From an optimization exercise on the open Yosys and OpenROAD flow, aimed at a short achievable clock period and few clock cycles per item; shortcuts taken in it are not production practice.
In this exercise RTL edits were held to simulation tests only and were not proved equivalent to the original.
Power is estimated from default activity; no workload was simulated.

==> flow/design.v, too long to show whole: its modules and the start of the top module <==
// module mulx_pp: 1157 lines
// module mulx_csa0_x: 53 lines
// module mulx_csa0: 125 lines
// module mulx_csa1_x: 197 lines
// module mulx_csa1: 413 lines
// module mulx_csa2_x: 213 lines
// module mulx_csa2: 437 lines
// module mulx_csa3_x: 203 lines
// module mulx_csa3: 413 lines
// module mulx_csa4_x: 157 lines
// module mulx_csa4: 317 lines
// module mulx_csa5_x: 87 lines
// module mulx_csa5: 173 lines
// module mulx_csa6_x: 91 lines
// module mulx_csa6: 181 lines
// module mulx_p: 97 lines
// module mulx_b0: 97 lines
// module mulx_b1: 365 lines
// module mulx_b2: 329 lines
// module mulx_b3: 278 lines
// module mulx_front: 2278 lines
// module mulx_back: 536 lines
// module mulx_pipe: 12 lines
// module mul_share_arb: 49 lines
module mul_share_arb #(
    parameter int WIDTH = fpu_pkg::WIDTH_DEFAULT
) (
    input  logic               clk,
    input  logic               rst,
    input  logic               req0_valid,
    output logic               req0_ready,
    input  logic [WIDTH-1:0]   req0_a,
    input  logic [WIDTH-1:0]   req0_b,
    output logic               rsp0_valid,
    input  logic               rsp0_ready,
    output logic [2*WIDTH-1:0] rsp0_prod,
    input  logic               req1_valid,
    output logic               req1_ready,
    input  logic [WIDTH-1:0]   req1_a,
    input  logic [WIDTH-1:0]   req1_b,
    output logic               rsp1_valid,
    input  logic               rsp1_ready,
    output logic [2*WIDTH-1:0] rsp1_prod,
    output logic               busy
);
  // ...
==> flow/run.sh <==
#!/bin/bash
# synth_recipe.tcl (not shown) runs the flow's synth.tcl, then flattens the netlist and writes it again
# the make line also repeats each setting of config.mk as NAME=value (left out here)
make -C /OpenROAD-flow-scripts/flow DESIGN_CONFIG=/design/flow/config.mk WORK_HOME=/design/flow/orfs CLKGATE_MAP_FILE= SYNTH_SCRIPT=/design/flow/synth_recipe.tcl finish
==> flow/config.mk <==
export PLATFORM = sky130hd
export DESIGN_NAME = mul_share_arb
export DESIGN_NICKNAME = mul_share_arb
export VERILOG_FILES = /design/flow/design.v
export SDC_FILE = /design/flow/constraint.sdc
export NUM_CORES = 4
export LEC_CHECK = 0
export CAP_MARGIN = 20
export CORE_MARGIN = 2
export CORE_UTILIZATION = 40
export SETUP_SLACK_MARGIN = 5
export SLEW_MARGIN = 20
export SYNTH_HIERARCHICAL = 1
==> flow/constraint.sdc <==
create_clock -name core_clock -period 8.0 [get_ports {clk}]
set_input_delay 1.6000 -clock core_clock [delete_from_list [all_inputs] [get_ports {clk}]]
set_output_delay 1.6000 -clock core_clock [all_outputs]
set_load 0.01 [all_outputs]
==> reports/metrics.csv, run 1 <==
stage;metric;value;unit
finish;layout.nonclk_buf_share;18.4;%
power_and_ir_drop;p_seq;4.08;mW
die;fp.dieH;470;um
power_and_ir_drop;pwr-share-seq;14.0;%
min_path;worstHoldEndpoint;prio1_q$_DFFE_PP0P_;
cts;insertion_delay;0.56;ns
global_routing;grt.busiest_layer;met2;
critical_path;r2r_cells;5;
global_routing;grt_antenna_before_repair;16;
critical_path;worstSetupPathDepth;14;
sta;drv_slew;0;
finish;fin_util;35.9;%
critical_path;path_cells;buf_12 > buf_12 > buf_12 > and2_4 > maj3_2 > xor2_2 > xor2_2 > maj3_2 > xor2_2 > xor2_2 > maj3_2 > maj3_2 > maj3_2 > xor2_1;
critical_path;r2r-start;v0_q$_DFF_PP0_;
cts;post-cts-setup-buffer-count;642;
finish;multi_input_area;0.0503;mm^2
finish;signal_buffers;1293;
finish;fillers;20800;
sta;setup_viol;0;
sta;hold_viol_final;0;
power_and_ir_drop;power.internal;15.6;mW
power_and_ir_drop;powerDensity;375;mW/mm^2
route;wl_met3;12.3;mm
critical_path;crit_top_cell;maj3_2;
run;maxCapViolCount;0;
critical_path;critPathCaptureType;register;
place;place_area;0.0582;mm^2
cts;clockBufferDepth;3;
power_and_ir_drop;p_sw_share;46.5;%
finish;clock_area_share;1.41;%
place;routabilityCongestion;0.881;
critical_path;worstSetupStartpointType;input port;
finish;num-multi-input-gates;5101;
finish;antennaDiodeCount;3;
die;nWellTaps;2854;
route;drt_iter0_drc;2688;
critical_path;worst_path_largest_cell_delay;0.36;ns
global_routing;met2_usage;26.7;%
outcome;outcome;no timing/DRC/antenna violations;
Testbench counts, summed over its fixed seeds: cycles 1,608, items 1,600.
==> module mulx_b0, before the edit <==
module mulx_b0 (
    input  logic [91:0] i,
    output logic [45:0] o
);
    wire w0 = i[0] & i[1];
    wire w1 = i[2] & i[3];
    wire w2 = i[4] & i[5];
    wire w3 = i[6] & i[7];
    wire w4 = i[8] & i[9];
    wire w5 = i[10] & i[11];
    wire w6 = i[12] & i[13];
    wire w7 = i[14] & i[15];
    wire w8 = i[16] & i[17];
    wire w9 = i[18] & i[19];
    wire w10 = i[20] & i[21];
    wire w11 = i[22] & i[23];
    wire w12 = i[24] & i[25];
    wire w13 = i[26] & i[27];
    wire w14 = i[28] & i[29];
    wire w15 = i[30] & i[31];
    wire w16 = i[32] & i[33];
    wire w17 = i[34] & i[35];
    wire w18 = i[36] & i[37];
    wire w19 = i[38] & i[39];
    wire w20 = i[40] & i[41];
    wire w21 = i[42] & i[43];
    wire w22 = i[44] & i[45];
    wire w23 = i[46] & i[47];
    wire w24 = i[48] & i[49];
    wire w25 = i[50] & i[51];
    wire w26 = i[52] & i[53];
    wire w27 = i[54] & i[55];
    wire w28 = i[56] & i[57];
    wire w29 = i[58] & i[59];
    wire w30 = i[60] & i[61];
    wire w31 = i[62] & i[63];
    wire w32 = i[64] & i[65];
    wire w33 = i[66] & i[67];
    wire w34 = i[68] & i[69];
    wire w35 = i[70] & i[71];
    wire w36 = i[72] & i[73];
    wire w37 = i[74] & i[75];
    wire w38 = i[76] & i[77];
    wire w39 = i[78] & i[79];
    wire w40 = i[80] & i[81];
    wire w41 = i[82] & i[83];
    wire w42 = i[84] & i[85];
    wire w43 = i[86] & i[87];
    wire w44 = i[88] & i[89];
    wire w45 = i[90] & i[91];
    assign o[0] = w0;
    assign o[1] = w1;
    assign o[2] = w2;
    assign o[3] = w3;
    assign o[4] = w4;
    assign o[5] = w5;
    assign o[6] = w6;
    assign o[7] = w7;
    assign o[8] = w8;
    assign o[9] = w9;
    assign o[10] = w10;
    assign o[11] = w11;
    assign o[12] = w12;
    assign o[13] = w13;
    assign o[14] = w14;
    assign o[15] = w15;
    assign o[16] = w16;
    assign o[17] = w17;
    assign o[18] = w18;
    assign o[19] = w19;
    assign o[20] = w20;
    assign o[21] = w21;
    assign o[22] = w22;
    assign o[23] = w23;
    assign o[24] = w24;
    assign o[25] = w25;
    assign o[26] = w26;
    assign o[27] = w27;
    assign o[28] = w28;
    assign o[29] = w29;
    assign o[30] = w30;
    assign o[31] = w31;
    assign o[32] = w32;
    assign o[33] = w33;
    assign o[34] = w34;
    assign o[35] = w35;
    assign o[36] = w36;
    assign o[37] = w37;
    assign o[38] = w38;
    assign o[39] = w39;
    assign o[40] = w40;
    assign o[41] = w41;
    assign o[42] = w42;
    assign o[43] = w43;
    assign o[44] = w44;
    assign o[45] = w45;
endmodule
==> module mulx_back, before the edit <==
module mulx_back (
    input  logic [138:0] rows,
    output logic [47:0] prod
);
    logic k0;
    logic k1;
    logic k2;
    logic k3;
    logic k4;
    logic k5;
    logic k6;
    logic k7;
    logic k8;
    logic k9;
    logic k10;
    logic k11;
    logic k12;
    logic k13;
    logic k14;
    logic k15;
    logic k16;
    logic k17;
    logic k18;
    logic k19;
    logic k20;
    logic k21;
    logic k22;
    logic k23;
    logic k24;
    logic k25;
    logic k26;
    logic k27;
    logic k28;
    logic k29;
    logic k30;
    logic k31;
    logic k32;
    logic k33;
    logic k34;
    logic k35;
    logic k36;
    logic k37;
    logic k38;
    logic k39;
    logic k40;
    logic k41;
    logic k42;
    logic k43;
    logic k44;
    logic k45;
    logic k46;
    logic k47;
    logic k48;
    logic k49;
    logic k50;
    logic k51;
    logic k52;
    logic k53;
    logic k54;
    logic k55;
    logic k56;
    logic k57;
    logic k58;
    logic k59;
    logic k60;
    logic k61;
    logic k62;
    logic k63;
    logic k64;
    logic k65;
    logic k66;
    logic k67;
    logic k68;
    logic k69;
    logic k70;
    logic k71;
    logic k72;
    logic k73;
    logic k74;
    logic k75;
    logic k76;
    logic k77;
    logic k78;
    logic k79;
    logic k80;
    logic k81;
    logic k82;
    logic k83;
    logic k84;
    logic k85;
    logic k86;
    logic k87;
    logic k88;
    logic k89;
    logic k90;
    logic k91;
    logic k92;
    logic k93;
    logic k94;
    logic k95;
    logic k96;
    logic k97;
    logic k98;
    logic k99;
    logic k100;
    logic k101;
    logic k102;
    logic k103;
    logic k104;
    logic k105;
    logic k106;
    logic k107;
    logic k108;
    logic k109;
    logic k110;
    logic k111;
    logic k112;
    logic k113;
    logic k114;
    logic k115;
    logic k116;
    logic k117;
    logic k118;
    logic k119;
    logic k120;
    logic k121;
    logic k122;
    logic k123;
    logic k124;
    logic k125;
    logic k126;
    logic k127;
    logic k128;
    logic k129;
    logic k130;
    logic k131;
    logic k132;
    logic k133;
    logic k134;
    logic k135;
    logic k136;
    logic k137;
    logic k138;
    logic k139;
    logic k140;
    logic k141;
    logic k142;
    logic k143;
    logic k144;
    logic k145;
    logic k146;
    logic k147;
    logic k148;
    logic k149;
    logic k150;
    logic k151;
    logic k152;
    logic k153;
    logic k154;
    logic k155;
    logic k156;
    logic k157;
    logic k158;
    logic k159;
    logic k160;
    logic k161;
    logic k162;
    logic k163;
    logic k164;
    logic k165;
    logic k166;
    logic k167;
    logic k168;
    logic k169;
    logic k170;
    logic k171;
    logic k172;
    logic k173;
    logic k174;
    logic k175;
    logic k176;
    logic k177;
    logic k178;
    logic k179;
    logic k180;
    logic k181;
    logic k182;
    logic k183;
    logic k184;
    logic k185;
    logic k186;
    logic k187;
    logic k188;
    logic k189;
    logic k190;
    logic k191;
    logic k192;
    logic k193;
    logic k194;
    logic k195;
    logic k196;
    logic k197;
    logic k198;
    logic k199;
    logic k200;
    logic k201;
    logic k202;
    logic k203;
    logic k204;
    logic k205;
    logic k206;
    logic k207;
    logic k208;
    logic k209;
    logic k210;
    logic k211;
    logic k212;
    logic k213;
    logic k214;
    logic k215;
    logic k216;
    logic k217;
    logic k218;
    logic k219;
    logic k220;
    logic k221;
    logic k222;
    logic k223;
    logic k224;
    logic k225;
    logic k226;
    logic k227;
    logic k228;
    logic k229;
    logic k230;
    logic k231;
    logic k232;
    logic k233;
    logic k234;
    logic k235;
    logic k236;
    logic k237;
    logic k238;
    logic k239;
    logic k240;
    logic k241;
    logic k242;
    logic k243;
    logic k244;
    logic k245;
    logic k246;
    logic k247;
    logic k248;
    logic k249;
    logic k250;
    logic k251;
    logic k252;
    logic k253;
    logic k254;
    logic k255;
    logic k256;
    logic k257;
    logic k258;
    logic k259;
    logic k260;
    logic k261;
    logic k262;
    logic k263;
    logic k264;
    logic k265;
    logic k266;
    logic k267;
    logic k268;
    logic k269;
    logic k270;
    logic k271;
    logic k272;
    logic k273;
    logic k274;
    logic k275;
    logic k276;
    logic k277;
    logic k278;
    logic k279;
    logic k280;
    logic k281;
    logic k282;
    logic k283;
    logic k284;
    logic k285;
    logic k286;
    logic k287;
    logic k288;
    logic k289;
    logic k290;
    logic k291;
    logic k292;
    logic k293;
    logic k294;
    logic k295;
    logic k296;
    logic k297;
    logic k298;
    logic k299;
    logic k300;
    logic k301;
    logic k302;
    logic k303;
    logic k304;
    logic k305;
    logic k306;
    logic k307;
    logic k308;
    logic k309;
    logic k310;
    logic k311;
    logic k312;
    logic k313;
    logic k314;
    logic k315;
    logic k316;
    logic k317;
    logic k318;
    logic k319;
    logic k320;
    logic k321;
    logic k322;
    logic k323;
    logic k324;
    logic k325;
    logic k326;
    logic k327;
    logic k328;
    logic k329;
    logic k330;
    logic k331;
    logic k332;
    logic k333;
    logic k334;
    logic k335;
    logic k336;
    logic k337;
    logic k338;
    logic k339;
    logic k340;
    logic k341;
    logic k342;
    logic k343;
    logic k344;
    logic k345;
    logic k346;
    logic k347;
    logic k348;
    logic k349;
    logic k350;
    logic k351;
    logic k352;
    logic k353;
    logic k354;
    logic k355;
    logic k356;
    logic k357;
    logic k358;
    logic k359;
    logic k360;
    logic k361;
    logic k362;
    logic k363;
    logic k364;
    logic k365;
    logic k366;
    logic k367;
    logic k368;
    logic k369;
    logic k370;
    logic k371;
    logic k372;
    logic k373;
    logic k374;
    logic k375;
    logic k376;
    logic k377;
    logic k378;
    logic k379;
    logic k380;
    logic k381;
    logic k382;
    logic k383;
    logic k384;
    logic k385;
    logic k386;
    logic k387;
    logic k388;
    logic k389;
    logic k390;
    logic k391;
    logic k392;
    logic k393;
    logic k394;
    logic k395;
    logic k396;
    logic k397;
    logic k398;
    logic k399;
    logic k400;
    logic k401;
    logic k402;
    logic k403;
    logic k404;
    logic k405;
    logic k406;
    logic k407;
    logic k408;
    logic k409;
    logic k410;
    logic k411;
    logic k412;
    logic k413;
    logic k414;
    logic k415;
    logic k416;
    logic k417;
    logic k418;
    logic k419;
    logic k420;
    logic k421;
    logic k422;
    logic k423;
    logic k424;
    logic k425;
    logic k426;
    logic k427;
    logic k428;
    logic k429;
    logic k430;
    logic k431;
    logic k432;
    logic k433;
    logic k434;
    logic k435;
    logic k436;
    logic k437;
    logic k438;
    logic k439;
    logic k440;
    logic k441;
    logic k442;
    logic k443;
    logic k444;
    logic k445;
    logic k446;
    logic k447;
    logic k448;
    logic k449;
    logic k450;
    logic k451;
    logic k452;
    logic k453;
    logic k454;
    logic k455;
    logic k456;
    logic k457;
    logic k458;
    logic k459;
    logic k460;
    logic k461;
    logic k462;
    logic k463;
    logic k464;
    logic k465;
    logic k466;
    logic k467;
    logic k468;
    logic k469;
    logic k470;
    logic k471;
    logic k472;
    logic k473;
    logic k474;
    logic k475;
    logic k476;
    logic k477;
    logic k478;
    logic k479;
    logic k480;
    logic k481;
    logic k482;
    logic k483;
    logic k484;
    logic k485;
    logic k486;
    logic k487;
    logic k488;
    logic k489;
    logic k490;
    logic k491;
    logic k492;
    logic k493;
    logic k494;
    logic k495;
    logic k496;
    logic k497;
    logic k498;
    logic k499;
    logic k500;
    logic k501;
    logic k502;
    logic k503;
    logic k504;
    logic k505;
    logic k506;
    logic k507;
    logic k508;
    logic k509;
    logic k510;
    logic k511;
    logic k512;
    logic k513;
    logic k514;
    logic k515;
    logic k516;
    logic k517;
    logic k518;
    logic k519;
    logic k520;
    logic k521;
    logic k522;
    logic k523;
    logic k524;
    logic k525;
    mulx_b0 u_mulx_b0 (.i({rows[92], rows[46], rows[91], rows[45], rows[90], rows[44], rows[89], rows[43], rows[88], rows[42], rows[87], rows[41], rows[86], rows[40], rows[85], rows[39], rows[84], rows[38], rows[83], rows[37], rows[82], rows[36], rows[81], rows[35], rows[80], rows[34], rows[79], rows[33], rows[78], rows[32], rows[77], rows[31], rows[76], rows[30], rows[75], rows[29], rows[74], rows[28], rows[73], rows[27], rows[72], rows[26], rows[71], rows[25], rows[70], rows[24], rows[69], rows[23], rows[68], rows[22], rows[67], rows[21], rows[66], rows[20], rows[65], rows[19], rows[64], rows[18], rows[63], rows[17], rows[62], rows[16], rows[61], rows[15], rows[60], rows[14], rows[59], rows[13], rows[58], rows[12], rows[57], rows[11], rows[56], rows[10], rows[55], rows[9], rows[54], rows[8], rows[53], rows[7], rows[52], rows[6], rows[51], rows[5], rows[50], rows[4], rows[49], rows[3], rows[48], rows[2], rows[47], rows[1]}), .o({k45, k44, k43, k42, k41, k40, k39, k38, k37, k36, k35, k34, k33, k32, k31, k30, k29, k28, k27, k26, k25, k24, k23, k22, k21, k20, k19, k18, k17, k16, k15, k14, k13, k12, k11, k10, k9, k8, k7, k6, k5, k4, k3, k2, k1, k0}));
    mulx_b1 u_mulx_b1 (.i({k45, rows[138], k44, rows[137], k43, rows[136], k42, rows[135], k41, rows[134], k40, rows[133], k39, rows[132], k38, rows[131], k37, rows[130], k36, rows[129], k35, rows[128], k34, rows[127], k33, rows[126], k32, rows[125], k31, rows[124], k30, rows[123], k29, rows[122], k28, rows[121], k27, rows[120], k26, rows[119], k25, rows[118], k24, rows[117], k23, rows[116], k22, rows[115], k21, rows[114], k20, rows[113], k19, rows[112], k18, rows[111], k17, rows[110], k16, rows[109], k15, rows[108], k14, rows[107], k13, rows[106], k12, rows[105], k11, rows[104], k10, rows[103], k9, rows[102], k8, rows[101], k7, rows[100], k6, rows[99], k5, rows[98], k4, rows[97], k3, rows[96], k2, rows[95], k0, k1, rows[94], rows[0], rows[93]}), .o({k225, k224, k223, k222, k221, k220, k219, k218, k217, k216, k215, k214, k213, k212, k211, k210, k209, k208, k207, k206, k205, k204, k203, k202, k201, k200, k199, k198, k197, k196, k195, k194, k193, k192, k191, k190, k189, k188, k187, k186, k185, k184, k183, k182, k181, k180, k179, k178, k177, k176, k175, k174, k173, k172, k171, k170, k169, k168, k167, k166, k165, k164, k163, k162, k161, k160, k159, k158, k157, k156, k155, k154, k153, k152, k151, k150, k149, k148, k147, k146, k145, k144, k143, k142, k141, k140, k139, k138, k137, k136, k135, k134, k133, k132, k131, k130, k129, k128, k127, k126, k125, k124, k123, k122, k121, k120, k119, k118, k117, k116, k115, k114, k113, k112, k111, k110, k109, k108, k107, k106, k105, k104, k103, k102, k101, k100, k99, k98, k97, k96, k95, k94, k93, k92, k91, k90, k89, k88, k87, k86, k85, k84, k83, k82, k81, k80, k79, k78, k77, k76, k75, k74, k73, k72, k71, k70, k69, k68, k67, k66, k65, k64, k63, k62, k61, k60, k59, k58, k57, k56, k55, k54, k53, k52, k51, k50, k49, k48, k47, k46}));
    mulx_b2 u_mulx_b2 (.i({k224, k225, k222, k223, k220, k221, k218, k219, k216, k217, k214, k215, k212, k213, k210, k211, k208, k209, k206, k207, k204, k205, k202, k203, k200, k201, k198, k199, k196, k197, k194, k195, k192, k193, k190, k191, k188, k189, k186, k187, k184, k185, k182, k183, k180, k181, k178, k179, k176, k177, k174, k175, k172, k173, k170, k171, k168, k169, k166, k167, k164, k165, k162, k163, k160, k161, k158, k159, k156, k157, k154, k155, k152, k153, k150, k151, k140, k148, k149, k139, k138, k146, k147, k137, k47, k144, k145, k46, k0, k142, k143, rows[0], k141}), .o({k387, k386, k385, k384, k383, k382, k381, k380, k379, k378, k377, k376, k375, k374, k373, k372, k371, k370, k369, k368, k367, k366, k365, k364, k363, k362, k361, k360, k359, k358, k357, k356, k355, k354, k353, k352, k351, k350, k349, k348, k347, k346, k345, k344, k343, k342, k341, k340, k339, k338, k337, k336, k335, k334, k333, k332, k331, k330, k329, k328, k327, k326, k325, k324, k323, k322, k321, k320, k319, k318, k317, k316, k315, k314, k313, k312, k311, k310, k309, k308, k307, k306, k305, k304, k303, k302, k301, k300, k299, k298, k297, k296, k295, k294, k293, k292, k291, k290, k289, k288, k287, k286, k285, k284, k283, k282, k281, k280, k279, k278, k277, k276, k275, k274, k273, k272, k271, k270, k269, k268, k267, k266, k265, k264, k263, k262, k261, k260, k259, k258, k257, k256, k255, k254, k253, k252, k251, k250, k249, k248, k247, k246, k245, k244, k243, k242, k241, k240, k239, k238, k237, k236, k235, k234, k233, k232, k231, k230, k229, k228, k227, k226}));
    mulx_b3 u_mulx_b3 (.i({rows[138], rows[137], rows[136], rows[135], rows[134], rows[133], rows[132], rows[131], rows[130], rows[129], rows[128], rows[127], rows[126], rows[125], rows[124], rows[123], rows[122], rows[121], rows[120], rows[119], rows[118], rows[117], rows[116], rows[115], rows[114], rows[113], rows[112], rows[111], rows[110], rows[109], rows[108], rows[107], rows[106], rows[105], rows[104], rows[103], rows[102], rows[101], rows[100], rows[99], rows[98], rows[97], rows[96], rows[95], rows[94], rows[93], k386, k387, k384, k385, k382, k383, k380, k381, k378, k379, k376, k377, k374, k375, k372, k373, k370, k371, k368, k369, k366, k367, k364, k365, k362, k363, k360, k361, k326, k358, k359, k325, k324, k356, k357, k323, k322, k354, k355, k321, k320, k352, k353, k319, k318, k350, k351, k317, k316, k348, k349, k315, k314, k346, k347, k313, k312, k344, k345, k311, k233, k342, k343, k232, k231, k340, k341, k230, k229, k338, k339, k228, k227, k336, k337, k226, k140, k334, k335, k139, k138, k332, k333, k137, k47, k330, k331, k46, k0, k328, k329, rows[0], k327}), .o({k525, k524, k523, k522, k521, k520, k519, k518, k517, k516, k515, k514, k513, k512, k511, k510, k509, k508, k507, k506, k505, k504, k503, k502, k501, k500, k499, k498, k497, k496, k495, k494, k493, k492, k491, k490, k489, k488, k487, k486, k485, k484, k483, k482, k481, k480, k479, k478, k477, k476, k475, k474, k473, k472, k471, k470, k469, k468, k467, k466, k465, k464, k463, k462, k461, k460, k459, k458, k457, k456, k455, k454, k453, k452, k451, k450, k449, k448, k447, k446, k445, k444, k443, k442, k441, k440, k439, k438, k437, k436, k435, k434, k433, k432, k431, k430, k429, k428, k427, k426, k425, k424, k423, k422, k421, k420, k419, k418, k417, k416, k415, k414, k413, k412, k411, k410, k409, k408, k407, k406, k405, k404, k403, k402, k401, k400, k399, k398, k397, k396, k395, k394, k393, k392, k391, k390, k389, k388}));
    assign prod = {k525, k524, k523, k522, k521, k520, k519, k518, k517, k516, k515, k514, k513, k512, k511, k510, k509, k508, k507, k506, k505, k504, k503, k502, k501, k500, k499, k498, k497, k496, k495, k494, k493, k492, k491, k490, k489, k488, k487, k486, k485, k484, k483, k482, k481, k480, k479, k478};
endmodule
==> module mulx_pipe, before the edit <==
module mulx_pipe (
    input  logic        clk,
    input  logic        en,
    input  logic [23:0] a,
    input  logic [23:0] b,
    output logic [47:0] prod
);
    logic [138:0] rows_d, rows_q;
    mulx_front u_front (.a(a), .b(b), .rows(rows_d));
    always_ff @(posedge clk) if (en) rows_q <= rows_d;
    mulx_back u_back (.rows(rows_q), .prod(prod));
endmodule
==> inputs of run 2 (changes only) <==
--- a/flow/design.v
+++ b/flow/design.v
@@ -4223,149 +4223,98 @@
 endmodule
-module mulx_p (
-    input  logic [91:0] i,
-    output logic [45:0] o
-);
-    wire w0 = i[0] ^ i[1];
-    wire w1 = i[2] ^ i[3];
-    wire w2 = i[4] ^ i[5];
-    wire w3 = i[6] ^ i[7];
-    wire w4 = i[8] ^ i[9];
-    wire w5 = i[10] ^ i[11];
-    wire w6 = i[12] ^ i[13];
-    wire w7 = i[14] ^ i[15];
-    wire w8 = i[16] ^ i[17];
-    wire w9 = i[18] ^ i[19];
-    wire w10 = i[20] ^ i[21];
-    wire w11 = i[22] ^ i[23];
-    wire w12 = i[24] ^ i[25];
-    wire w13 = i[26] ^ i[27];
-    wire w14 = i[28] ^ i[29];
-    wire w15 = i[30] ^ i[31];
-    wire w16 = i[32] ^ i[33];
-    wire w17 = i[34] ^ i[35];
-    wire w18 = i[36] ^ i[37];
-    wire w19 = i[38] ^ i[39];
-    wire w20 = i[40] ^ i[41];
-    wire w21 = i[42] ^ i[43];
-    wire w22 = i[44] ^ i[45];
-    wire w23 = i[46] ^ i[47];
-    wire w24 = i[48] ^ i[49];
-    wire w25 = i[50] ^ i[51];
-    wire w26 = i[52] ^ i[53];
-    wire w27 = i[54] ^ i[55];
-    wire w28 = i[56] ^ i[57];
-    wire w29 = i[58] ^ i[59];
-    wire w30 = i[60] ^ i[61];
-    wire w31 = i[62] ^ i[63];
-    wire w32 = i[64] ^ i[65];
-    wire w33 = i[66] ^ i[67];
-    wire w34 = i[68] ^ i[69];
-    wire w35 = i[70] ^ i[71];
-    wire w36 = i[72] ^ i[73];
-    wire w37 = i[74] ^ i[75];
-    wire w38 = i[76] ^ i[77];
-    wire w39 = i[78] ^ i[79];
-    wire w40 = i[80] ^ i[81];
-    wire w41 = i[82] ^ i[83];
-    wire w42 = i[84] ^ i[85];
-    wire w43 = i[86] ^ i[87];
-    wire w44 = i[88] ^ i[89];
-    wire w45 = i[90] ^ i[91];
-    assign o[0] = w0;
-    assign o[1] = w1;
-    assign o[2] = w2;
-    assign o[3] = w3;
-    assign o[4] = w4;
-    assign o[5] = w5;
-    assign o[6] = w6;
-    assign o[7] = w7;
-    assign o[8] = w8;
-    assign o[9] = w9;
-    assign o[10] = w10;
-    assign o[11] = w11;
-    assign o[12] = w12;
-    assign o[13] = w13;
-    assign o[14] = w14;
-    assign o[15] = w15;
-    assign o[16] = w16;
-    assign o[17] = w17;
-    assign o[18] = w18;
-    assign o[19] = w19;
-    assign o[20] = w20;
-    assign o[21] = w21;
-    assign o[22] = w22;
-    assign o[23] = w23;
-    assign o[24] = w24;
-    assign o[25] = w25;
-    assign o[26] = w26;
-    assign o[27] = w27;
-    assign o[28] = w28;
-    assign o[29] = w29;
-    assign o[30] = w30;
-    assign o[31] = w31;
-    assign o[32] = w32;
-    assign o[33] = w33;
-    assign o[34] = w34;
-    assign o[35] = w35;
-    assign o[36] = w36;
-    assign o[37] = w37;
-    assign o[38] = w38;
-    assign o[39] = w39;
-    assign o[40] = w40;
-    assign o[41] = w41;
-    assign o[42] = w42;
-    assign o[43] = w43;
-    assign o[44] = w44;
-    assign o[45] = w45;
-endmodule
 module mulx_b0 (
     input  logic [91:0] i,
-    output logic [45:0] o
+    output logic [91:0] o
 );
-    wire w0 = i[0] & i[1];
-    wire w1 = i[2] & i[3];
-    wire w2 = i[4] & i[5];
-    wire w3 = i[6] & i[7];
-    wire w4 = i[8] & i[9];
-    wire w5 = i[10] & i[11];
-    wire w6 = i[12] & i[13];
-    wire w7 = i[14] & i[15];
-    wire w8 = i[16] & i[17];
-    wire w9 = i[18] & i[19];
-    wire w10 = i[20] & i[21];
-    wire w11 = i[22] & i[23];
-    wire w12 = i[24] & i[25];
-    wire w13 = i[26] & i[27];
-    wire w14 = i[28] & i[29];
-    wire w15 = i[30] & i[31];
-    wire w16 = i[32] & i[33];
-    wire w17 = i[34] & i[35];
-    wire w18 = i[36] & i[37];
-    wire w19 = i[38] & i[39];
-    wire w20 = i[40] & i[41];
-    wire w21 = i[42] & i[43];
-    wire w22 = i[44] & i[45];
-    wire w23 = i[46] & i[47];
-    wire w24 = i[48] & i[49];
-    wire w25 = i[50] & i[51];
-    wire w26 = i[52] & i[53];
-    wire w27 = i[54] & i[55];
-    wire w28 = i[56] & i[57];
-    wire w29 = i[58] & i[59];
-    wire w30 = i[60] & i[61];
-    wire w31 = i[62] & i[63];
-    wire w32 = i[64] & i[65];
-    wire w33 = i[66] & i[67];
-    wire w34 = i[68] & i[69];
-    wire w35 = i[70] & i[71];
-    wire w36 = i[72] & i[73];
-    wire w37 = i[74] & i[75];
-    wire w38 = i[76] & i[77];
-    wire w39 = i[78] & i[79];
-    wire w40 = i[80] & i[81];
-    wire w41 = i[82] & i[83];
-    wire w42 = i[84] & i[85];
-    wire w43 = i[86] & i[87];
-    wire w44 = i[88] & i[89];
-    wire w45 = i[90] & i[91];
+    wire w0 = i[0] ^ i[1];
+    wire w1 = i[0] & i[1];
+    wire w2 = i[2] ^ i[3];
+    wire w3 = i[2] & i[3];
+    wire w4 = i[4] ^ i[5];
+    wire w5 = i[4] & i[5];
+    wire w6 = i[6] ^ i[7];
+    wire w7 = i[6] & i[7];
+    wire w8 = i[8] ^ i[9];
+    wire w9 = i[8] & i[9];
+    wire w10 = i[10] ^ i[11];
+    wire w11 = i[10] & i[11];
+    wire w12 = i[12] ^ i[13];
+    wire w13 = i[12] & i[13];
+    wire w14 = i[14] ^ i[15];
+    wire w15 = i[14] & i[15];
+    wire w16 = i[16] ^ i[17];
+    wire w17 = i[16] & i[17];
+    wire w18 = i[18] ^ i[19];
+    wire w19 = i[18] & i[19];
+    wire w20 = i[20] ^ i[21];
+    wire w21 = i[20] & i[21];
+    wire w22 = i[22] ^ i[23];
+    wire w23 = i[22] & i[23];
+    wire w24 = i[24] ^ i[25];
+    wire w25 = i[24] & i[25];
+    wire w26 = i[26] ^ i[27];
+    wire w27 = i[26] & i[27];
+    wire w28 = i[28] ^ i[29];
+    wire w29 = i[28] & i[29];
+    wire w30 = i[30] ^ i[31];
+    wire w31 = i[30] & i[31];
+    wire w32 = i[32] ^ i[33];
+    wire w33 = i[32] & i[33];
+    wire w34 = i[34] ^ i[35];
+    wire w35 = i[34] & i[35];
+    wire w36 = i[36] ^ i[37];
+    wire w37 = i[36] & i[37];
+    wire w38 = i[38] ^ i[39];
+    wire w39 = i[38] & i[39];
+    wire w40 = i[40] ^ i[41];
+    wire w41 = i[40] & i[41];
+    wire w42 = i[42] ^ i[43];
+    wire w43 = i[42] & i[43];
+    wire w44 = i[44] ^ i[45];
+    wire w45 = i[44] & i[45];
+    wire w46 = i[46] ^ i[47];
+    wire w47 = i[46] & i[47];
+    wire w48 = i[48] ^ i[49];
+    wire w49 = i[48] & i[49];
+    wire w50 = i[50] ^ i[51];
+    wire w51 = i[50] & i[51];
+    wire w52 = i[52] ^ i[53];
+    wire w53 = i[52] & i[53];
+    wire w54 = i[54] ^ i[55];
+    wire w55 = i[54] & i[55];
+    wire w56 = i[56] ^ i[57];
+    wire w57 = i[56] & i[57];
+    wire w58 = i[58] ^ i[59];
+    wire w59 = i[58] & i[59];
+    wire w60 = i[60] ^ i[61];
+    wire w61 = i[60] & i[61];
+    wire w62 = i[62] ^ i[63];
+    wire w63 = i[62] & i[63];
+    wire w64 = i[64] ^ i[65];
+    wire w65 = i[64] & i[65];
+    wire w66 = i[66] ^ i[67];
+    wire w67 = i[66] & i[67];
+    wire w68 = i[68] ^ i[69];
+    wire w69 = i[68] & i[69];
+    wire w70 = i[70] ^ i[71];
+    wire w71 = i[70] & i[71];
+    wire w72 = i[72] ^ i[73];
+    wire w73 = i[72] & i[73];
+    wire w74 = i[74] ^ i[75];
+    wire w75 = i[74] & i[75];
+    wire w76 = i[76] ^ i[77];
+    wire w77 = i[76] & i[77];
+    wire w78 = i[78] ^ i[79];
+    wire w79 = i[78] & i[79];
+    wire w80 = i[80] ^ i[81];
+    wire w81 = i[80] & i[81];
+    wire w82 = i[82] ^ i[83];
+    wire w83 = i[82] & i[83];
+    wire w84 = i[84] ^ i[85];
+    wire w85 = i[84] & i[85];
+    wire w86 = i[86] ^ i[87];
+    wire w87 = i[86] & i[87];
+    wire w88 = i[88] ^ i[89];
+    wire w89 = i[88] & i[89];
+    wire w90 = i[90] ^ i[91];
+    wire w91 = i[90] & i[91];
     assign o[0] = w0;
@@ -4416,2 +4365,48 @@
     assign o[45] = w45;
+    assign o[46] = w46;
+    assign o[47] = w47;
+    assign o[48] = w48;
+    assign o[49] = w49;
+    assign o[50] = w50;
+    assign o[51] = w51;
+    assign o[52] = w52;
+    assign o[53] = w53;
+    assign o[54] = w54;
+    assign o[55] = w55;
+    assign o[56] = w56;
+    assign o[57] = w57;
+    assign o[58] = w58;
+    assign o[59] = w59;
+    assign o[60] = w60;
+    assign o[61] = w61;
+    assign o[62] = w62;
+    assign o[63] = w63;
+    assign o[64] = w64;
+    assign o[65] = w65;
+    assign o[66] = w66;
+    assign o[67] = w67;
+    assign o[68] = w68;
+    assign o[69] = w69;
+    assign o[70] = w70;
+    assign o[71] = w71;
+    assign o[72] = w72;
+    assign o[73] = w73;
+    assign o[74] = w74;
+    assign o[75] = w75;
+    assign o[76] = w76;
+    assign o[77] = w77;
+    assign o[78] = w78;
+    assign o[79] = w79;
+    assign o[80] = w80;
+    assign o[81] = w81;
+    assign o[82] = w82;
+    assign o[83] = w83;
+    assign o[84] = w84;
+    assign o[85] = w85;
+    assign o[86] = w86;
+    assign o[87] = w87;
+    assign o[88] = w88;
+    assign o[89] = w89;
+    assign o[90] = w90;
+    assign o[91] = w91;
 endmodule
@@ -5392,3 +5387,3 @@
     input  logic [23:0] b,
-    output logic [138:0] rows
+    output logic [92:0] rows
 );
@@ -7465,48 +7460,2 @@
     logic f2070;
-    logic f2071;
-    logic f2072;
-    logic f2073;
-    logic f2074;
-    logic f2075;
-    logic f2076;
-    logic f2077;
-    logic f2078;
-    logic f2079;
-    logic f2080;
-    logic f2081;
-    logic f2082;
-    logic f2083;
-    logic f2084;
-    logic f2085;
-    logic f2086;
-    logic f2087;
-    logic f2088;
-    logic f2089;
-    logic f2090;
-    logic f2091;
-    logic f2092;
-    logic f2093;
-    logic f2094;
-    logic f2095;
-    logic f2096;
-    logic f2097;
-    logic f2098;
-    logic f2099;
-    logic f2100;
-    logic f2101;
-    logic f2102;
-    logic f2103;
-    logic f2104;
-    logic f2105;
-    logic f2106;
-    logic f2107;
-    logic f2108;
-    logic f2109;
-    logic f2110;
-    logic f2111;
-    logic f2112;
-    logic f2113;
-    logic f2114;
-    logic f2115;
-    logic f2116;
     mulx_pp u_mulx_pp (.i({a[23], a[22], a[21], a[20], a[19], a[18], a[17], a[16], a[15], a[14], a[13], a[12], a[11], a[10], a[9], a[8], a[7], a[6], a[5], a[4], a[3], a[2], a[1], b[23], b[22], b[21], b[20], b[19], b[18], b[17], b[16], b[15], b[14], b[13], b[12], b[11], b[10], b[9], b[8], b[7], b[6], b[5], b[4], b[3], b[2], b[1], b[0], a[0]}), .o({f575, f574, f573, f572, f571, f570, f569, f568, f567, f566, f565, f564, f563, f562, f561, f560, f559, f558, f557, f556, f555, f554, f553, f552, f551, f550, f549, f548, f547, f546, f545, f544, f543, f542, f541, f540, f539, f538, f537, f536, f535, f534, f533, f532, f531, f530, f529, f528, f527, f526, f525, f524, f523, f522, f521, f520, f519, f518, f517, f516, f515, f514, f513, f512, f511, f510, f509, f508, f507, f506, f505, f504, f503, f502, f501, f500, f499, f498, f497, f496, f495, f494, f493, f492, f491, f490, f489, f488, f487, f486, f485, f484, f483, f482, f481, f480, f479, f478, f477, f476, f475, f474, f473, f472, f471, f470, f469, f468, f467, f466, f465, f464, f463, f462, f461, f460, f459, f458, f457, f456, f455, f454, f453, f452, f451, f450, f449, f448, f447, f446, f445, f444, f443, f442, f441, f440, f439, f438, f437, f436, f435, f434, f433, f432, f431, f430, f429, f428, f427, f426, f425, f424, f423, f422, f421, f420, f419, f418, f417, f416, f415, f414, f413, f412, f411, f410, f409, f408, f407, f406, f405, f404, f403, f402, f401, f400, f399, f398, f397, f396, f395, f394, f393, f392, f391, f390, f389, f388, f387, f386, f385, f384, f383, f382, f381, f380, f379, f378, f377, f376, f375, f374, f373, f372, f371, f370, f369, f368, f367, f366, f365, f364, f363, f362, f361, f360, f359, f358, f357, f356, f355, f354, f353, f352, f351, f350, f349, f348, f347, f346, f345, f344, f343, f342, f341, f340, f339, f338, f337, f336, f335, f334, f333, f332, f331, f330, f329, f328, f327, f326, f325, f324, f323, f322, f321, f320, f319, f318, f317, f316, f315, f314, f313, f312, f311, f310, f309, f308, f307, f306, f305, f304, f303, f302, f301, f300, f299, f298, f297, f296, f295, f294, f293, f292, f291, f290, f289, f288, f287, f286, f285, f284, f283, f282, f281, f280, f279, f278, f277, f276, f275, f274, f273, f272, f271, f270, f269, f268, f267, f266, f265, f264, f263, f262, f261, f260, f259, f258, f257, f256, f255, f254, f253, f252, f251, f250, f249, f248, f247, f246, f245, f244, f243, f242, f241, f240, f239, f238, f237, f236, f235, f234, f233, f232, f231, f230, f229, f228, f227, f226, f225, f224, f223, f222, f221, f220, f219, f218, f217, f216, f215, f214, f213, f212, f211, f210, f209, f208, f207, f206, f205, f204, f203, f202, f201, f200, f199, f198, f197, f196, f195, f194, f193, f192, f191, f190, f189, f188, f187, f186, f185, f184, f183, f182, f181, f180, f179, f178, f177, f176, f175, f174, f173, f172, f171, f170, f169, f168, f167, f166, f165, f164, f163, f162, f161, f160, f159, f158, f157, f156, f155, f154, f153, f152, f151, f150, f149, f148, f147, f146, f145, f144, f143, f142, f141, f140, f139, f138, f137, f136, f135, f134, f133, f132, f131, f130, f129, f128, f127, f126, f125, f124, f123, f122, f121, f120, f119, f118, f117, f116, f115, f114, f113, f112, f111, f110, f109, f108, f107, f106, f105, f104, f103, f102, f101, f100, f99, f98, f97, f96, f95, f94, f93, f92, f91, f90, f89, f88, f87, f86, f85, f84, f83, f82, f81, f80, f79, f78, f77, f76, f75, f74, f73, f72, f71, f70, f69, f68, f67, f66, f65, f64, f63, f62, f61, f60, f59, f58, f57, f56, f55, f54, f53, f52, f51, f50, f49, f48, f47, f46, f45, f44, f43, f42, f41, f40, f39, f38, f37, f36, f35, f34, f33, f32, f31, f30, f29, f28, f27, f26, f25, f24, f23, f22, f21, f20, f19, f18, f17, f16, f15, f14, f13, f12, f11, f10, f9, f8, f7, f6, f5, f4, f3, f2, f1, f0}));
@@ -7526,3 +7475,2 @@
     mulx_csa6 u_mulx_csa6 (.i({f2068, f1939, f574, f551, f2065, f1936, f1938, f1814, f2062, f1933, f1935, f1811, f2059, f1930, f1932, f1805, f2056, f1927, f1929, f1799, f2053, f1924, f1926, f1793, f2050, f1921, f1923, f1787, f2047, f1918, f1920, f1786, f2044, f1915, f1917, f1775, f2041, f1912, f1914, f1769, f2038, f1909, f1911, f1763, f2035, f1906, f1908, f1762, f2032, f1905, f1903, f1756, f2029, f1900, f1902, f1750, f2026, f1897, f1899, f1739, f2023, f1894, f1896, f1733, f2020, f1891, f1893, f1727, f2017, f1888, f1890, f1726, f2014, f1885, f1887, f1720, f2011, f1882, f1884, f1714, f2008, f1879, f1881, f1708, f2005, f1878, f1876, f1702, f2002, f1875, f1873, f1696, f1999, f1872, f1870, f1690, f1996, f1869, f1867, f1684, f1993, f1866, f1864, f1678, f1990, f1861, f1863, f1672, f1987, f1858, f1860, f1666, f1984, f1857, f1855, f1660, f1981, f1854, f1654, f1852, f1978, f1851, f1849, f1648, f1975, f1848, f1846, f1642, f1972, f1843, f1845, f1636, f1969, f1842, f1840, f1630, f1966, f1624, f1839, f1837, f1963, f1836, f1834, f1618, f1960, f1833, f1831, f1612, f1957, f1830, f1828, f1606, f1954, f1827, f1825, f1600, f1951, f1824, f1822, f1594, f1948, f1821, f1586, f1819, f1945, f1818, f1583, f1816, f1942, f1815, f72, f49, f25, f2}), .o({f2070, f2069, f2067, f2066, f2064, f2063, f2061, f2060, f2058, f2057, f2055, f2054, f2052, f2051, f2049, f2048, f2046, f2045, f2043, f2042, f2040, f2039, f2037, f2036, f2034, f2033, f2031, f2030, f2028, f2027, f2025, f2024, f2022, f2021, f2019, f2018, f2016, f2015, f2013, f2012, f2010, f2009, f2007, f2006, f2004, f2003, f2001, f2000, f1998, f1997, f1995, f1994, f1992, f1991, f1989, f1988, f1986, f1985, f1983, f1982, f1980, f1979, f1977, f1976, f1974, f1973, f1971, f1970, f1968, f1967, f1965, f1964, f1962, f1961, f1959, f1958, f1956, f1955, f1953, f1952, f1950, f1949, f1947, f1946, f1944, f1943, f1941, f1940}));
-    mulx_p u_mulx_p (.i({f575, f2070, f2069, f2067, f2066, f2064, f2063, f2061, f2060, f2058, f2057, f2055, f2054, f2052, f2051, f2049, f2048, f2046, f2045, f2043, f2042, f2040, f2039, f2037, f2036, f2034, f2033, f2031, f2030, f2028, f2027, f2025, f2024, f2022, f2021, f2019, f2018, f2016, f2015, f2013, f2012, f2010, f2009, f2007, f2006, f2004, f2003, f2001, f2000, f1998, f1997, f1995, f1994, f1992, f1991, f1989, f1988, f1986, f1985, f1983, f1982, f1980, f1979, f1977, f1976, f1974, f1973, f1971, f1970, f1968, f1967, f1965, f1964, f1962, f1961, f1959, f1958, f1956, f1955, f1953, f1952, f1950, f1949, f1947, f1946, f1944, f1943, f1941, f48, f1940, f24, f1}), .o({f2116, f2115, f2114, f2113, f2112, f2111, f2110, f2109, f2108, f2107, f2106, f2105, f2104, f2103, f2102, f2101, f2100, f2099, f2098, f2097, f2096, f2095, f2094, f2093, f2092, f2091, f2090, f2089, f2088, f2087, f2086, f2085, f2084, f2083, f2082, f2081, f2080, f2079, f2078, f2077, f2076, f2075, f2074, f2073, f2072, f2071}));
     assign rows[0] = f0;
@@ -7620,51 +7568,5 @@
     assign rows[92] = f575;
-    assign rows[93] = f2071;
-    assign rows[94] = f2072;
-    assign rows[95] = f2073;
-    assign rows[96] = f2074;
-    assign rows[97] = f2075;
-    assign rows[98] = f2076;
-    assign rows[99] = f2077;
-    assign rows[100] = f2078;
-    assign rows[101] = f2079;
-    assign rows[102] = f2080;
-    assign rows[103] = f2081;
-    assign rows[104] = f2082;
-    assign rows[105] = f2083;
-    assign rows[106] = f2084;
-    assign rows[107] = f2085;
-    assign rows[108] = f2086;
-    assign rows[109] = f2087;
-    assign rows[110] = f2088;
-    assign rows[111] = f2089;
-    assign rows[112] = f2090;
-    assign rows[113] = f2091;
-    assign rows[114] = f2092;
-    assign rows[115] = f2093;
-    assign rows[116] = f2094;
-    assign rows[117] = f2095;
-    assign rows[118] = f2096;
-    assign rows[119] = f2097;
-    assign rows[120] = f2098;
-    assign rows[121] = f2099;
-    assign rows[122] = f2100;
-    assign rows[123] = f2101;
-    assign rows[124] = f2102;
-    assign rows[125] = f2103;
-    assign rows[126] = f2104;
-    assign rows[127] = f2105;
-    assign rows[128] = f2106;
-    assign rows[129] = f2107;
-    assign rows[130] = f2108;
-    assign rows[131] = f2109;
-    assign rows[132] = f2110;
-    assign rows[133] = f2111;
-    assign rows[134] = f2112;
-    assign rows[135] = f2113;
-    assign rows[136] = f2114;
-    assign rows[137] = f2115;
-    assign rows[138] = f2116;
 endmodule
 module mulx_back (
-    input  logic [138:0] rows,
+    input  logic [92:0] rows,
     output logic [47:0] prod
@@ -8197,7 +8099,53 @@
     logic k525;
-    mulx_b0 u_mulx_b0 (.i({rows[92], rows[46], rows[91], rows[45], rows[90], rows[44], rows[89], rows[43], rows[88], rows[42], rows[87], rows[41], rows[86], rows[40], rows[85], rows[39], rows[84], rows[38], rows[83], rows[37], rows[82], rows[36], rows[81], rows[35], rows[80], rows[34], rows[79], rows[33], rows[78], rows[32], rows[77], rows[31], rows[76], rows[30], rows[75], rows[29], rows[74], rows[28], rows[73], rows[27], rows[72], rows[26], rows[71], rows[25], rows[70], rows[24], rows[69], rows[23], rows[68], rows[22], rows[67], rows[21], rows[66], rows[20], rows[65], rows[19], rows[64], rows[18], rows[63], rows[17], rows[62], rows[16], rows[61], rows[15], rows[60], rows[14], rows[59], rows[13], rows[58], rows[12], rows[57], rows[11], rows[56], rows[10], rows[55], rows[9], rows[54], rows[8], rows[53], rows[7], rows[52], rows[6], rows[51], rows[5], rows[50], rows[4], rows[49], rows[3], rows[48], rows[2], rows[47], rows[1]}), .o({k45, k44, k43, k42, k41, k40, k39, k38, k37, k36, k35, k34, k33, k32, k31, k30, k29, k28, k27, k26, k25, k24, k23, k22, k21, k20, k19, k18, k17, k16, k15, k14, k13, k12, k11, k10, k9, k8, k7, k6, k5, k4, k3, k2, k1, k0}));
-    mulx_b1 u_mulx_b1 (.i({k45, rows[138], k44, rows[137], k43, rows[136], k42, rows[135], k41, rows[134], k40, rows[133], k39, rows[132], k38, rows[131], k37, rows[130], k36, rows[129], k35, rows[128], k34, rows[127], k33, rows[126], k32, rows[125], k31, rows[124], k30, rows[123], k29, rows[122], k28, rows[121], k27, rows[120], k26, rows[119], k25, rows[118], k24, rows[117], k23, rows[116], k22, rows[115], k21, rows[114], k20, rows[113], k19, rows[112], k18, rows[111], k17, rows[110], k16, rows[109], k15, rows[108], k14, rows[107], k13, rows[106], k12, rows[105], k11, rows[104], k10, rows[103], k9, rows[102], k8, rows[101], k7, rows[100], k6, rows[99], k5, rows[98], k4, rows[97], k3, rows[96], k2, rows[95], k0, k1, rows[94], rows[0], rows[93]}), .o({k225, k224, k223, k222, k221, k220, k219, k218, k217, k216, k215, k214, k213, k212, k211, k210, k209, k208, k207, k206, k205, k204, k203, k202, k201, k200, k199, k198, k197, k196, k195, k194, k193, k192, k191, k190, k189, k188, k187, k186, k185, k184, k183, k182, k181, k180, k179, k178, k177, k176, k175, k174, k173, k172, k171, k170, k169, k168, k167, k166, k165, k164, k163, k162, k161, k160, k159, k158, k157, k156, k155, k154, k153, k152, k151, k150, k149, k148, k147, k146, k145, k144, k143, k142, k141, k140, k139, k138, k137, k136, k135, k134, k133, k132, k131, k130, k129, k128, k127, k126, k125, k124, k123, k122, k121, k120, k119, k118, k117, k116, k115, k114, k113, k112, k111, k110, k109, k108, k107, k106, k105, k104, k103, k102, k101, k100, k99, k98, k97, k96, k95, k94, k93, k92, k91, k90, k89, k88, k87, k86, k85, k84, k83, k82, k81, k80, k79, k78, k77, k76, k75, k74, k73, k72, k71, k70, k69, k68, k67, k66, k65, k64, k63, k62, k61, k60, k59, k58, k57, k56, k55, k54, k53, k52, k51, k50, k49, k48, k47, k46}));
-    mulx_b2 u_mulx_b2 (.i({k224, k225, k222, k223, k220, k221, k218, k219, k216, k217, k214, k215, k212, k213, k210, k211, k208, k209, k206, k207, k204, k205, k202, k203, k200, k201, k198, k199, k196, k197, k194, k195, k192, k193, k190, k191, k188, k189, k186, k187, k184, k185, k182, k183, k180, k181, k178, k179, k176, k177, k174, k175, k172, k173, k170, k171, k168, k169, k166, k167, k164, k165, k162, k163, k160, k161, k158, k159, k156, k157, k154, k155, k152, k153, k150, k151, k140, k148, k149, k139, k138, k146, k147, k137, k47, k144, k145, k46, k0, k142, k143, rows[0], k141}), .o({k387, k386, k385, k384, k383, k382, k381, k380, k379, k378, k377, k376, k375, k374, k373, k372, k371, k370, k369, k368, k367, k366, k365, k364, k363, k362, k361, k360, k359, k358, k357, k356, k355, k354, k353, k352, k351, k350, k349, k348, k347, k346, k345, k344, k343, k342, k341, k340, k339, k338, k337, k336, k335, k334, k333, k332, k331, k330, k329, k328, k327, k326, k325, k324, k323, k322, k321, k320, k319, k318, k317, k316, k315, k314, k313, k312, k311, k310, k309, k308, k307, k306, k305, k304, k303, k302, k301, k300, k299, k298, k297, k296, k295, k294, k293, k292, k291, k290, k289, k288, k287, k286, k285, k284, k283, k282, k281, k280, k279, k278, k277, k276, k275, k274, k273, k272, k271, k270, k269, k268, k267, k266, k265, k264, k263, k262, k261, k260, k259, k258, k257, k256, k255, k254, k253, k252, k251, k250, k249, k248, k247, k246, k245, k244, k243, k242, k241, k240, k239, k238, k237, k236, k235, k234, k233, k232, k231, k230, k229, k228, k227, k226}));
-    mulx_b3 u_mulx_b3 (.i({rows[138], rows[137], rows[136], rows[135], rows[134], rows[133], rows[132], rows[131], rows[130], rows[129], rows[128], rows[127], rows[126], rows[125], rows[124], rows[123], rows[122], rows[121], rows[120], rows[119], rows[118], rows[117], rows[116], rows[115], rows[114], rows[113], rows[112], rows[111], rows[110], rows[109], rows[108], rows[107], rows[106], rows[105], rows[104], rows[103], rows[102], rows[101], rows[100], rows[99], rows[98], rows[97], rows[96], rows[95], rows[94], rows[93], k386, k387, k384, k385, k382, k383, k380, k381, k378, k379, k376, k377, k374, k375, k372, k373, k370, k371, k368, k369, k366, k367, k364, k365, k362, k363, k360, k361, k326, k358, k359, k325, k324, k356, k357, k323, k322, k354, k355, k321, k320, k352, k353, k319, k318, k350, k351, k317, k316, k348, k349, k315, k314, k346, k347, k313, k312, k344, k345, k311, k233, k342, k343, k232, k231, k340, k341, k230, k229, k338, k339, k228, k227, k336, k337, k226, k140, k334, k335, k139, k138, k332, k333, k137, k47, k330, k331, k46, k0, k328, k329, rows[0], k327}), .o({k525, k524, k523, k522, k521, k520, k519, k518, k517, k516, k515, k514, k513, k512, k511, k510, k509, k508, k507, k506, k505, k504, k503, k502, k501, k500, k499, k498, k497, k496, k495, k494, k493, k492, k491, k490, k489, k488, k487, k486, k485, k484, k483, k482, k481, k480, k479, k478, k477, k476, k475, k474, k473, k472, k471, k470, k469, k468, k467, k466, k465, k464, k463, k462, k461, k460, k459, k458, k457, k456, k455, k454, k453, k452, k451, k450, k449, k448, k447, k446, k445, k444, k443, k442, k441, k440, k439, k438, k437, k436, k435, k434, k433, k432, k431, k430, k429, k428, k427, k426, k425, k424, k423, k422, k421, k420, k419, k418, k417, k416, k415, k414, k413, k412, k411, k410, k409, k408, k407, k406, k405, k404, k403, k402, k401, k400, k399, k398, k397, k396, k395, k394, k393, k392, k391, k390, k389, k388}));
-    assign prod = {k525, k524, k523, k522, k521, k520, k519, k518, k517, k516, k515, k514, k513, k512, k511, k510, k509, k508, k507, k506, k505, k504, k503, k502, k501, k500, k499, k498, k497, k496, k495, k494, k493, k492, k491, k490, k489, k488, k487, k486, k485, k484, k483, k482, k481, k480, k479, k478};
+    logic k526;
+    logic k527;
+    logic k528;
+    logic k529;
+    logic k530;
+    logic k531;
+    logic k532;
+    logic k533;
+    logic k534;
+    logic k535;
+    logic k536;
+    logic k537;
+    logic k538;
+    logic k539;
+    logic k540;
+    logic k541;
+    logic k542;
+    logic k543;
+    logic k544;
+    logic k545;
+    logic k546;
+    logic k547;
+    logic k548;
+    logic k549;
+    logic k550;
+    logic k551;
+    logic k552;
+    logic k553;
+    logic k554;
+    logic k555;
+    logic k556;
+    logic k557;
+    logic k558;
+    logic k559;
+    logic k560;
+    logic k561;
+    logic k562;
+    logic k563;
+    logic k564;
+    logic k565;
+    logic k566;
+    logic k567;
+    logic k568;
+    logic k569;
+    logic k570;
+    logic k571;
+    mulx_b0 u_mulx_b0 (.i({rows[92], rows[46], rows[91], rows[45], rows[90], rows[44], rows[89], rows[43], rows[88], rows[42], rows[87], rows[41], rows[86], rows[40], rows[85], rows[39], rows[84], rows[38], rows[83], rows[37], rows[82], rows[36], rows[81], rows[35], rows[80], rows[34], rows[79], rows[33], rows[78], rows[32], rows[77], rows[31], rows[76], rows[30], rows[75], rows[29], rows[74], rows[28], rows[73], rows[27], rows[72], rows[26], rows[71], rows[25], rows[70], rows[24], rows[69], rows[23], rows[68], rows[22], rows[67], rows[21], rows[66], rows[20], rows[65], rows[19], rows[64], rows[18], rows[63], rows[17], rows[62], rows[16], rows[61], rows[15], rows[60], rows[14], rows[59], rows[13], rows[58], rows[12], rows[57], rows[11], rows[56], rows[10], rows[55], rows[9], rows[54], rows[8], rows[53], rows[7], rows[52], rows[6], rows[51], rows[5], rows[50], rows[4], rows[49], rows[3], rows[48], rows[2], rows[47], rows[1]}), .o({k91, k90, k89, k88, k87, k86, k85, k84, k83, k82, k81, k80, k79, k78, k77, k76, k75, k74, k73, k72, k71, k70, k69, k68, k67, k66, k65, k64, k63, k62, k61, k60, k59, k58, k57, k56, k55, k54, k53, k52, k51, k50, k49, k48, k47, k46, k45, k44, k43, k42, k41, k40, k39, k38, k37, k36, k35, k34, k33, k32, k31, k30, k29, k28, k27, k26, k25, k24, k23, k22, k21, k20, k19, k18, k17, k16, k15, k14, k13, k12, k11, k10, k9, k8, k7, k6, k5, k4, k3, k2, k1, k0}));
+    mulx_b1 u_mulx_b1 (.i({k91, k90, k89, k88, k87, k86, k85, k84, k83, k82, k81, k80, k79, k78, k77, k76, k75, k74, k73, k72, k71, k70, k69, k68, k67, k66, k65, k64, k63, k62, k61, k60, k59, k58, k57, k56, k55, k54, k53, k52, k51, k50, k49, k48, k47, k46, k45, k44, k43, k42, k41, k40, k39, k38, k37, k36, k35, k34, k33, k32, k31, k30, k29, k28, k27, k26, k25, k24, k23, k22, k21, k20, k19, k18, k17, k16, k15, k14, k13, k12, k11, k10, k9, k8, k7, k6, k5, k4, k1, k3, k2, rows[0], k0}), .o({k271, k270, k269, k268, k267, k266, k265, k264, k263, k262, k261, k260, k259, k258, k257, k256, k255, k254, k253, k252, k251, k250, k249, k248, k247, k246, k245, k244, k243, k242, k241, k240, k239, k238, k237, k236, k235, k234, k233, k232, k231, k230, k229, k228, k227, k226, k225, k224, k223, k222, k221, k220, k219, k218, k217, k216, k215, k214, k213, k212, k211, k210, k209, k208, k207, k206, k205, k204, k203, k202, k201, k200, k199, k198, k197, k196, k195, k194, k193, k192, k191, k190, k189, k188, k187, k186, k185, k184, k183, k182, k181, k180, k179, k178, k177, k176, k175, k174, k173, k172, k171, k170, k169, k168, k167, k166, k165, k164, k163, k162, k161, k160, k159, k158, k157, k156, k155, k154, k153, k152, k151, k150, k149, k148, k147, k146, k145, k144, k143, k142, k141, k140, k139, k138, k137, k136, k135, k134, k133, k132, k131, k130, k129, k128, k127, k126, k125, k124, k123, k122, k121, k120, k119, k118, k117, k116, k115, k114, k113, k112, k111, k110, k109, k108, k107, k106, k105, k104, k103, k102, k101, k100, k99, k98, k97, k96, k95, k94, k93, k92}));
+    mulx_b2 u_mulx_b2 (.i({k270, k271, k268, k269, k266, k267, k264, k265, k262, k263, k260, k261, k258, k259, k256, k257, k254, k255, k252, k253, k250, k251, k248, k249, k246, k247, k244, k245, k242, k243, k240, k241, k238, k239, k236, k237, k234, k235, k232, k233, k230, k231, k228, k229, k226, k227, k224, k225, k222, k223, k220, k221, k218, k219, k216, k217, k214, k215, k212, k213, k210, k211, k208, k209, k206, k207, k204, k205, k202, k203, k200, k201, k198, k199, k196, k197, k186, k194, k195, k185, k184, k192, k193, k183, k93, k190, k191, k92, k1, k188, k189, rows[0], k187}), .o({k433, k432, k431, k430, k429, k428, k427, k426, k425, k424, k423, k422, k421, k420, k419, k418, k417, k416, k415, k414, k413, k412, k411, k410, k409, k408, k407, k406, k405, k404, k403, k402, k401, k400, k399, k398, k397, k396, k395, k394, k393, k392, k391, k390, k389, k388, k387, k386, k385, k384, k383, k382, k381, k380, k379, k378, k377, k376, k375, k374, k373, k372, k371, k370, k369, k368, k367, k366, k365, k364, k363, k362, k361, k360, k359, k358, k357, k356, k355, k354, k353, k352, k351, k350, k349, k348, k347, k346, k345, k344, k343, k342, k341, k340, k339, k338, k337, k336, k335, k334, k333, k332, k331, k330, k329, k328, k327, k326, k325, k324, k323, k322, k321, k320, k319, k318, k317, k316, k315, k314, k313, k312, k311, k310, k309, k308, k307, k306, k305, k304, k303, k302, k301, k300, k299, k298, k297, k296, k295, k294, k293, k292, k291, k290, k289, k288, k287, k286, k285, k284, k283, k282, k281, k280, k279, k278, k277, k276, k275, k274, k273, k272}));
+    mulx_b3 u_mulx_b3 (.i({k90, k88, k86, k84, k82, k80, k78, k76, k74, k72, k70, k68, k66, k64, k62, k60, k58, k56, k54, k52, k50, k48, k46, k44, k42, k40, k38, k36, k34, k32, k30, k28, k26, k24, k22, k20, k18, k16, k14, k12, k10, k8, k6, k4, k2, k0, k432, k433, k430, k431, k428, k429, k426, k427, k424, k425, k422, k423, k420, k421, k418, k419, k416, k417, k414, k415, k412, k413, k410, k411, k408, k409, k406, k407, k372, k404, k405, k371, k370, k402, k403, k369, k368, k400, k401, k367, k366, k398, k399, k365, k364, k396, k397, k363, k362, k394, k395, k361, k360, k392, k393, k359, k358, k390, k391, k357, k279, k388, k389, k278, k277, k386, k387, k276, k275, k384, k385, k274, k273, k382, k383, k272, k186, k380, k381, k185, k184, k378, k379, k183, k93, k376, k377, k92, k1, k374, k375, rows[0], k373}), .o({k571, k570, k569, k568, k567, k566, k565, k564, k563, k562, k561, k560, k559, k558, k557, k556, k555, k554, k553, k552, k551, k550, k549, k548, k547, k546, k545, k544, k543, k542, k541, k540, k539, k538, k537, k536, k535, k534, k533, k532, k531, k530, k529, k528, k527, k526, k525, k524, k523, k522, k521, k520, k519, k518, k517, k516, k515, k514, k513, k512, k511, k510, k509, k508, k507, k506, k505, k504, k503, k502, k501, k500, k499, k498, k497, k496, k495, k494, k493, k492, k491, k490, k489, k488, k487, k486, k485, k484, k483, k482, k481, k480, k479, k478, k477, k476, k475, k474, k473, k472, k471, k470, k469, k468, k467, k466, k465, k464, k463, k462, k461, k460, k459, k458, k457, k456, k455, k454, k453, k452, k451, k450, k449, k448, k447, k446, k445, k444, k443, k442, k441, k440, k439, k438, k437, k436, k435, k434}));
+    assign prod = {k571, k570, k569, k568, k567, k566, k565, k564, k563, k562, k561, k560, k559, k558, k557, k556, k555, k554, k553, k552, k551, k550, k549, k548, k547, k546, k545, k544, k543, k542, k541, k540, k539, k538, k537, k536, k535, k534, k533, k532, k531, k530, k529, k528, k527, k526, k525, k524};
 endmodule
@@ -8210,3 +8158,3 @@
 );
-    logic [138:0] rows_d, rows_q;
+    logic [92:0] rows_d, rows_q;
     mulx_front u_front (.a(a), .b(b), .rows(rows_d));
==> run 2 against run 1 <==
Effect of this change:
- sequential power down 38%
- first-iteration DRC count rose by 17%
- critical path depth down 5
- design area fell by 5.9%
- largest cell class unchanged
- core utilization is 0.94 points lower
- critical endpoint is now rsp0_prod[34]
- still clean
- non-clock buffer count fell by 166
- critical path type is now reg -> out
==> reports/metrics.csv, run 2 <==
stage;metric;value;unit;change
power_and_ir_drop;powerDensity;366;mW/mm^2;-2.4%
cts;root_buffer;clkbuf_16;;
finish;multi_input_area;0.0502;mm^2;about the same
critical_path;worstSetupPathType;reg -> out;;
die;core;0.209;mm^2;
synthesis;yosysWarnings;8;;
route;via_per_inst;4.73;;
finish;area_growth;-12.9;%;
global_routing;grt_antenna_before_repair;13;;-3
finish;finalNonFillerCells;9181;;
sta;setup_viol;0;;unchanged
die;ioPinCount;203;;
die;rows;168;;
global_routing;grt_pass1_vias;42700;;
global_routing;grt_max_degree;64;;
power_and_ir_drop;ir_drop;0.254;mV;
critical_path;r2r_slack;5.64;ns;
sta;fin_setup_tns;0;ns;
sta;max_slew_margin;40.0;%;
power_and_ir_drop;p_clk_share;3.4;%;
global_routing;grt_usage;17.1;%;
place;dp_hpwl;123;mm;
power_and_ir_drop;p_switching;13.5;mW;
sta;post-route-min-period;4.47;ns;
route;drt_iter0_drc;3132;;+17%
sta;hold_ws;0.661;ns;
sta;drv_slew;0;;unchanged
route;drcViolationCount;0;;
synthesis;synth.avg_cell_area;8.28;um^2;
sta;timing.final.crit_share;55.9;%;
finish;final_cell_mix;xor2_1, maj3_2, and2_4;;
finish;largestRegisters;u_m0.rows_q (93), u_m1.rows_q (93);;
place;place_area;0.0551;mm^2;-5.3%
finish;register_area;0.00566;mm^2;
critical_path;crit_fanout;4;;
critical_path;worstPathArrival;2.87;ns;
route;first_pass_iters;6;;
die;die-width;462;um;
cts;clockBufferDepth;2;;-1
cts;htreeDepth;4;;
cts;hold_buffers;0;;
synthesis;synth_area;0.0840;mm^2;
synthesis;syn_nets;10400;;
route;ant_nets;0;;
route;wl;197;mm;
run;maxCapViolCount;0;;unchanged
place;dp_cells;8300;;
global_routing;grt_pass1_wl;274;mm;
critical_path;worstSetupStartpointType;register;;
die;initial_core_util;40.1;%;
die;dieArea;0.214;mm^2;
place;routabilityCongestion;0.894;;+1.4%
cts;cts_made_buffers;17;;
finish;final_common_cell;xor2_1;;
sta;finClkSkew;0.0149;ns;
power_and_ir_drop;p_leak;32.9;nW;
finish;fin_area;0.0731;mm^2;
sta;hold_viol_final;0;;unchanged
power_and_ir_drop;power.internal;13.3;mW;-15%
sta;rsz0062_at_grt;true;;
outcome;outcome;no timing/DRC/antenna violations;;
cts;cts_tree;done;;
power_and_ir_drop;comb_power_share;87.1;%;
critical_path;critPathCaptureType;primary output;;
min_path;hold_class;reg -> reg;;
critical_path;worst_ep_required_time;6.40;ns;
place;io_buffers;202;;
cts;insertion_delay;0.54;ns;-0.02 ns
finish;drive_gt1_share;57.6;%;
cts;clk_pin_slew;0.08;ns;
sta;max_freq;0.224;GHz;
route;vias;43500;;
sta;worst_pin_slew;0.900;ns;
power_and_ir_drop;p_sw_share;50.5;%;+4.0 points
power_and_ir_drop;pwr-share-seq;9.5;%;-4.5 points
synthesis;syn_inst;10100;;
die;fp.dieH;462;um;-1.7%
finish;nets;6596;;
global_routing;grt_overflow;0;;
cts;cts_sinks;189;;
finish;fillers;20300;;-2.6%
power_and_ir_drop;power;26.8;mW;
route;drt-wirelength-per-cell;21.4;um;
run 2: worst paths after layout:
check,from,endpoint,depth (start not counted)
worst max-delay path,u_m0.rows_q[2]$_DFFE_PP_,rsp0_prod[34],9
worst min-delay path,prio1_q$_DFFE_PP0P_,prio1_q$_DFFE_PP0P_,1
worst max register to register,v1_q$_DFF_PP0_,u_m1.rows_q[40]$_DFFE_PP_,6
worst min register to register,prio1_q$_DFFE_PP0P_,prio1_q$_DFFE_PP0P_,1
max in group asynchronous,rst,v0_q$_DFF_PP0_,2
min in group asynchronous,rst,v1_q$_DFF_PP0_,2
run 2: layout make-up:
| class | instances | share of cell area [%] |
|---|---|---|
| antenna | 7 | 0.0239 |
| clock buffer | 17 | 0.582 |
| clock inverter | 15 | 0.204 |
| inverter | 12 | 0.0616 |
| multi-input combinational | 5009 | 68.7 |
| sequential | 189 | 7.74 |
| tap | 2805 | 4.80 |
| timing repair buffer | 1127 | 17.9 |
run 2: per-layer routing:
metal,GRT usage [%],vias up,part of all wire (%)
met5,0,-,0.030
met4,7.44,8,5.1
met3,3.13,505,7.0
met2,26.7,1624,45
met1,22.8,21700,43
li1,-,19600,-
run 2: repair_timing:
item                                    4_1_cts  5_1_grt
gates cloned                                 77        2
pin swaps                                  1037      872
endpoints found under the setup margin      397      245
buffers inserted                            518      245
gates resized for setup                    2273      601
run 2: critical path: stages (launching register included):
cell	delay [ns]
edfxtp_1	0.43
ha_4	0.34
nand2_1	0.09
nor2_2	0.24
and2_1	0.20
and3_1	0.19
a21o_1	0.23
a21o_1	0.22
xor2_2	0.19
buf_6	0.18
run 2: metrics by stage:
| step | worst slack (ns) | util, % |
|---|---|---|
| after floorplan | 2.72 | - |
| final | 3.53 | 35.0 |
| after detailed placement | 2.06 | 26.3 |
| after global routing | 3.43 | 35.0 |
| after CTS | 3.59 | 32.4 |
| after global placement | 1.94 | 26.3 |
run 2: power by group through the flow:
stage,combinational [mW],clock [mW],sequential (mW)
finish,23.3,0.901,2.55
global route,24.6,0.960,2.57
floorplan,25.6,0,2.27
CTS,20.5,0.930,2.54
detailed placement,16.6,0,2.41
global placement,16.4,0,2.40
Testbench counts of run 2, summed over its fixed seeds: cycles 1,608, items 1,600.

## port drivers added, routing unchanged
Ports are ideal in the flow. The routed layouts listed here were re-timed in OpenROAD.
Step 1 assumes that a clkbuf_16 drives the clock port and a buf_2 every other input.
Step 2 adds t to the input delays and takes it off the output delays; t is the mean of the earliest and latest rising clock arrival at the registers after step 1. Input paths then give back, and output paths get back, about the clock's delay inside the block.
a / b / c = no drivers / after step 1 / after step 2; a / b = the first two.
run	shift t [ns]	slack for setup (ns)	latest minus earliest clock arrival (ns)	pins driven straight from the clock port
run 1	0.624	3.484 / 3.444 / 2.820	0.046 / 0.046	1
run 2	0.608	3.526 / 3.457 / 2.968	0.023 / 0.022	1
After both steps setup and hold are still met in every run listed. The setup slack of run 1, which loses most, moves by -0.040 ns with the drivers and by -0.664 ns with both steps.
